Background: an optimization exercise with open tools, aiming at small area and a short achievable clock period. Do not read the settings as production practice. Only the layout flow was run in this run; the RTL was not checked for function there. Power and IR drop assume default switching activity.

===== flow/config.mk =====
export PLATFORM = sky130hd
export DESIGN_NAME = ej32_dstack
export DESIGN_NICKNAME = ej32_dstack
export VERILOG_FILES = /design/flow/design.v
export SDC_FILE = /design/flow/constraint.sdc
export NUM_CORES = 4
export LEC_CHECK = 0
export CAP_MARGIN = 20
export CORE_MARGIN = 2
export CORE_UTILIZATION = 40
export CTS_BUF_LIST = sky130_fd_sc_hd__clkbuf_8
export SETUP_SLACK_MARGIN = 2.0
export SLEW_MARGIN = 20

===== flow/constraint.sdc =====
create_clock -name core_clock -period 5.0 [get_ports {clk}]
set_input_delay 1.0000 -clock core_clock [delete_from_list [all_inputs] [get_ports {clk}]]
set_output_delay 1.0000 -clock core_clock [all_outputs]
set_load 0.01 [all_outputs]

===== flow/design.v =====
package ej32_pkg;
    typedef enum logic [1:0] {
        OP_NOP  = 2'b00,
        OP_PUSH = 2'b01,
        OP_POP  = 2'b10,
        OP_PICK = 2'b11
    } stack_ops;
    localparam int EJ32_DEPTH = 64;
    localparam int EJ32_DSZ   = 32;
endpackage
module ej32_stack_rf
#(
    parameter int DEPTH = ej32_pkg::EJ32_DEPTH,
    parameter int DSZ   = ej32_pkg::EJ32_DSZ
) (
    input  logic             clk,
    input  logic [DEPTH-2:0] i_wsel,
    input  logic [DEPTH-2:0] i_wkeep,
    input  logic [DSZ-1:0]   i_wdata,
    input  logic [7:0]       i_rlo,      
    input  logic [7:0]       i_rhi,      
    output logic [DSZ-1:0]   o_rdata
);
    logic [DSZ-1:0] w_row [DEPTH];
    logic [DSZ-1:0] w_grp [8];
    for (genvar i = 0; i < DEPTH-1; i++) begin : g_row
        logic [DSZ-1:0] r_row;
        always_ff @(posedge clk) begin
            r_row <= ({DSZ{i_wsel[i]}} & i_wdata) | ({DSZ{i_wkeep[i]}} & r_row);
        end
        assign w_row[i] = r_row;
    end
    assign w_row[DEPTH-1] = '0;
    always_comb begin
        for (int g = 0; g < 8; g++) begin
            w_grp[g] = '0;
            for (int l = 0; l < 8; l++) begin
                w_grp[g] = w_grp[g] | ({DSZ{i_rlo[l]}} & w_row[8*g+l]);
            end
        end
        o_rdata = '0;
        for (int g = 0; g < 8; g++) begin
            o_rdata = o_rdata | ({DSZ{i_rhi[g]}} & w_grp[g]);
        end
    end
endmodule
module ej32_dstack
#(
    parameter int DEPTH = ej32_pkg::EJ32_DEPTH,
    parameter int DSZ   = ej32_pkg::EJ32_DSZ
) (
    input  logic                     clk,
    input  logic                     rst,
    input  logic [1:0]               op,
    input  logic [DSZ-1:0]           vi,
    output logic [DSZ-1:0]           s,
    output logic [$clog2(DEPTH):0]   sp,
    output logic                     empty,
    output logic                     full,
    output logic                     ovf,
    output logic                     udf
);
    localparam int AW = $clog2(DEPTH);
    logic [DSZ-1:0] r_tos;
    logic [AW:0]    r_sp;
    logic [7:0]     r_lo;        
    logic [7:0]     r_hi;        
    logic           r_ovf;
    logic           r_udf;
    logic           w_push, w_pop, w_pick;
    logic [AW-1:0]  w_n;
    logic           w_empty;
    logic           w_full;
    logic [2:0]     w_b, w_a;    
    logic [7:0]     w_b_oh, w_a_oh;
    logic [7:0]     w_rlo, w_rhi0, w_rhi;
    logic           w_borrow, w_agt, w_aeq;
    logic [DEPTH-2:0] w_wsel;
    logic [DEPTH-2:0] w_wkeep;
    logic [DSZ-1:0] w_rdata;
    logic           w_pick_bad;
    logic           w_pick0;
    logic           w_load_vi, w_load_rd, w_inc, w_dec;
    assign w_push  = (op == ej32_pkg::OP_PUSH);
    assign w_pop   = (op == ej32_pkg::OP_POP);
    assign w_pick  = (op == ej32_pkg::OP_PICK);
    assign w_n     = vi[AW-1:0];
    assign w_empty = (r_sp == '0);
    assign w_full  = r_sp[AW];
    assign w_b = w_pop ? 3'd1 : w_n[2:0];
    assign w_a = w_pop ? 3'd0 : w_n[5:3];
    always_comb begin
        for (int k = 0; k < 8; k++) begin
            w_b_oh[k] = (w_b == 3'(k));
            w_a_oh[k] = (w_a == 3'(k));
        end
        w_borrow = 1'b0;
        w_agt    = 1'b0;
        w_aeq    = 1'b0;
        for (int j = 0; j < 8; j++) begin
            w_rlo[j]  = 1'b0;
            w_rhi0[j] = 1'b0;
            for (int k = 0; k < 8; k++) begin
                w_rlo[j]  = w_rlo[j]  | (w_b_oh[k] & r_lo[(k+j)%8]);
                w_rhi0[j] = w_rhi0[j] | (w_a_oh[k] & r_hi[(k+j)%8]);
                if (k > j) begin
                    w_borrow = w_borrow | (w_b_oh[k] & r_lo[j]);
                    w_agt    = w_agt    | (w_a_oh[k] & r_hi[j]);
                end
            end
            w_aeq = w_aeq | (w_a_oh[j] & r_hi[j]);
        end
        for (int j = 0; j < 8; j++) begin
            w_rhi[j] = w_borrow ? w_rhi0[(j+1)%8] : w_rhi0[j];
        end
    end
    always_comb begin
        for (int i = 0; i < DEPTH-1; i++) begin
            w_wsel[i]  = r_hi[i/8] & r_lo[i%8];
            w_wkeep[i] = (r_sp[AW-1:0] != AW'(i+1));
        end
    end
    ej32_stack_rf #(
        .DEPTH (DEPTH),
        .DSZ   (DSZ)
    ) u_rf (
        .clk     (clk),
        .i_wsel  (w_wsel),
        .i_wkeep (w_wkeep),
        .i_wdata (r_tos),
        .i_rlo   (w_rlo),
        .i_rhi   (w_rhi),
        .o_rdata (w_rdata)
    );
    assign w_pick_bad = w_empty || w_agt || (w_aeq && w_borrow);
    assign w_pick0    = (w_n == '0);
    assign w_load_vi  = w_push && !w_full;
    assign w_load_rd  = (w_pop && !w_empty) || (w_pick && !w_pick_bad && !w_full && !w_pick0);
    assign w_inc      = (w_push && !w_full) || (w_pick && !w_pick_bad && !w_full);
    assign w_dec      = w_pop && !w_empty;
    always_ff @(posedge clk or posedge rst) begin
        if (rst) begin
            r_tos <= '0;
            r_sp  <= '0;
            r_lo  <= 8'h80;
            r_hi  <= 8'h80;
            r_ovf <= 1'b0;
            r_udf <= 1'b0;
        end else begin
            if (w_load_vi)      r_tos <= vi;
            else if (w_load_rd) r_tos <= w_rdata;
            if (w_inc) begin
                r_sp <= r_sp + 1'b1;
                r_lo <= {r_lo[6:0], r_lo[7]};
                if (r_lo[7]) r_hi <= {r_hi[6:0], r_hi[7]};
            end else if (w_dec) begin
                r_sp <= r_sp - 1'b1;
                r_lo <= {r_lo[0], r_lo[7:1]};
                if (r_lo[0]) r_hi <= {r_hi[0], r_hi[7:1]};
            end
            if (op[0] && w_full)                             r_ovf <= 1'b1;
            if ((w_pop && w_empty) || (w_pick && w_pick_bad)) r_udf <= 1'b1;
        end
    end
    assign s     = r_tos;
    assign sp    = r_sp;
    assign empty = w_empty;
    assign full  = w_full;
    assign ovf   = r_ovf;
    assign udf   = r_udf;
endmodule

===== flow/run.sh =====
#!/bin/bash
# synth_recipe.tcl (not shown) runs the flow's synth.tcl, then flattens the netlist and writes it again
# the make line also repeats each setting of config.mk as NAME=value (left out here)
make -C /OpenROAD-flow-scripts/flow DESIGN_CONFIG=/design/flow/config.mk WORK_HOME=/design/flow/orfs CLKGATE_MAP_FILE= SYNTH_SCRIPT=/design/flow/synth_recipe.tcl finish

==> results.cfg <==
[outcome]
status = timing/DRC/antenna clean

[cells_and_area]
layout_common_cells = 2,253 x a22o_1, 2,016 x dfxtp_1, 546 x buf_4
drive_above_1_share_pct = 20.81
final_nets = 7092
syn_to_final_growth_pct = 21.43
fin_util_pct = 48.87
multi_input_area_sq_um = 32830
fillCellCount = 16882
ff_latch_area_sq_um = 41880
final_common_cell = a22o_1

[route]
drt_iter0_drc = 9715
first_pass_iters = 7
dr_total_vias = 68339
finalWirelength_mm = 338.1
vias_per_cell = 6.951
drc = 0
wl_per_cell_um = 34.39
ant_nets = 0

[sta]
period_share_pct = 76.02
slew_violations = 0
timing.hold.ws_ps = 325.5
fmax_mhz = 263.1
skew_ps = 72.17
hold_viol = 0
setup_viol = 0
relSlewSlack_pct = 21.20
rsz0062_at_grt = yes
tightest_slew_ps = 1182
fin_setup_tns_ps = 0
period_needed_ps = 3801

[logic_synthesis]
ys.warnings.count = 4
synth_edf_count = 0
ys_ff_latch = 2073
ys.flop_type = dfxtp_1
synth_nets = 6918
synthCells = 6881
synth_cell_types = 69
async_flop_share_pct = 2.750
avgSynthCellArea_sq_um = 11.11
synth_area_sq_um = 76460
ys_seq_area_share_pct = 54.65

[setup_path]
critical_path.max_fanout = 6
worst-setup-path-type = register to register
cp-end-kind = register
arrival_ps = 4730
cp-startpoint = r_lo[2]$_DFFE_PP0P_
critPathRequiredTime_ps = 5920
rr_startpoint = r_lo[2]$_DFFE_PP0P_
worstSetupStartpointType = register

[clock_tree]
cts_max_level = 5
clock_latency_ps = 1080
clockBufferDepth = 4
cts.clk_slew.worst_paths_ps = 60
cts_tree = yes
ctsHoldBuffers = 0
cts_sinks = 2073
cts_buffers = 350
clock-root-buffer = clkbuf_8

[power]
p_int_mw = 46.93
p_leak_nw = 35.95
p_sw_share_pct = 41.84
power_frac_comb_pct = 46.8
power_frac_clock_pct = 19.3
power_frac_seq_pct = 33.9
powerDensity_nw_per_um2 = 869.0
peakVddDrop_mv = 0.3949
p_switching_mw = 33.76

[hold_path]
min_from = op[0]
worstHoldPathType = input pin to register

[grt]
overflow = 0
track_usage_pct = 33.29
grt_pass1_vias = 64785
grt_max_degree = 65
antenna_found_initial = 9
grt_pass1_wl_mm = 479.2

[place]
place.gp.congestion = 0.9475
io_buffers = 78
dpl.hpwl_mm = 192.9

[floorplanning]
die_area_sq_um = 194700
start_util_pct = 40.25
num_io_pins = 79
core_area_sq_um = 190000
die_h_um = 441.2
fp.dieW_um = 441.2
fp-row-count = 160

[flow_run]
cap_violations = 0
[state kept, by name, indices dropped and copies added (netlist names)]
signal,cells
r_hi,8
r_lo,8
r_ovf,1
r_sp,7
r_tos,32
r_udf,1
u_rf.g_row.r_row,2016
[power groups by stage]
stage,Clock (mW),Combinational [mW],Sequential (mW)
after CTS,15.6,34.7,27.1
final,15.6,37.8,27.4
after global placement,0,32.3,27.4
after global routing,16.4,38.5,27.9
after floorplan,0,18.8,25.9
after detailed placement,0,32.6,27.6
[per-layer routing]
metal  vias to the layer above  GRT usage, %  wire length [um]  part of all wire (%)
met5                         -             0                20                0.0059
met4                         4         22.80             25290                   7.5
met3                      1028         8.760             40140                    12
met2                      4959         48.48            142600                    42
met1                     34566         42.99            130100                    38
li1                      27782             -                 -                     -
[critical path, stage by stage, from the launching register on]
cell       delay, ps
dfrtp_2          490
mux2i_4          220
o32ai_4          100
or4_4            550
a2111oi_4        230
buf_6            190
buf_12           150
mux2i_4          360
buf_12           210
buf_8            120
a31oi_4           70
nor4_4           560
nand4_1          200
o221a_2          170
[cell usage after synthesis, types with 3 or more instances]
cell type	number	area (sq um)
a22o_1	2255	19750
dfxtp_1	2016	40360
clkbuf_1	830	3115
a22oi_1	527	3956
a31oi_1	274	1714
a221oi_1	213	1866
nand2_1	95	356.6
buf_1	67	251.5
and2_1	66	412.9
buf_2	62	310.3
nor2_1	58	217.7
nor4_1	57	356.6
dfrtp_1	55	1376
o22ai_1	35	219.0
a222oi_1	33	330.3
mux2i_1	20	200.2
nand4_1	19	118.9
o21ai_0	18	90.09
buf_4	14	105.1
nor2b_1	13	81.33
mux2_2	11	123.9
inv_1	10	37.54
nand2b_1	10	62.56
nand3_1	10	50.05
a21oi_1	9	45.04
o221a_2	9	101.4
and3_1	6	37.54
xnor2_1	6	52.55
nor3_1	5	25.02
nor4b_1	5	43.79
o2111ai_1	5	43.79
or2_2	5	31.28
or4_1	5	37.54
buf_6	4	45.04
a221o_1	3	30.03
a32oi_1	3	26.28
o211ai_1	3	22.52
or3_1	3	18.77
[metrics by stage]
step                      power [mW]  std cells  setup slack, ps  instance area [sq um]
final                          80.68       9831             1199                  92850
after global routing           82.86       9827             1189                  92840
after CTS                      77.39       9766             1218                  91030
after detailed placement       60.16       9068           -709.8                  82140
after global placement         59.72       9068           -731.1                  82140
after floorplan                44.61       6881             1256                  76530
[cells by family after synthesis]
family	share of synthesized area, %
buffers and inverters	5.055
AO/OA/AOI/OAI	37.15
multiplexers	0.5073
flip-flops	54.65
AND/OR/NAND/NOR	2.551
adder cells (fa/ha/maj)	0.01636
XOR/XNOR	0.06872
[what timing repair did]
item / in CTS / in global routing
gates cloned: 7 / 5
endpoints found under the setup margin: 98 / 57
buffers inserted: 81 / 53
resized for setup: 237 / 199
pin swaps: 44 / 66
[path summary, 6_finish.rpt]
check	slack [ps]	cells past startpoint	endpoint
max	1200	13	r_tos[27]$_DFFE_PP0P_
min	330	2	r_ovf$_DFFE_PP0P_
max reg2reg	1200	13	r_tos[27]$_DFFE_PP0P_
min reg2reg	460	1	r_ovf$_DFFE_PP0P_
max in group asynchronous	4110	3	r_tos[25]$_DFFE_PP0P_
min in group asynchronous	340	3	r_tos[14]$_DFFE_PP0P_
[layout make-up]
class / count / area share (%)
Sequential cell: 2073 / 45.10
Multi-Input combinational cell: 3821 / 35.36
Timing Repair Buffer: 799 / 8.511
Clock buffer: 431 / 6.389
Tap cell: 2511 / 3.384
Clock inverter: 179 / 1.199
Inverter: 10 / 0.04177
Antenna cell: 7 / 0.01887

what the ideal ports hide:
No port has a modelled driver above. Below, the same layout with a new extraction and two added sets of constraints. Step 1 assumes that a clkbuf_16 drives the clock port and a buf_2 every other input. Step 2 adds t to the input delays and takes it off the output delays; t is the mean of the earliest and latest rising clock arrival at the registers after step 1. Input paths then give back, and output paths get back, about the clock's delay inside the block. a / b / c = ideal ports / drivers / drivers and shift; a / b = the first two.
t (ns): 1.140
slack for setup (ns): 1.199 / 1.199 / 0.141
clock arrival spread, ns: 0.087 / 0.088
After both steps setup and hold are still met in this run. The setup slack of this run moves by 0.000 ns with the drivers and by -1.058 ns with both steps.
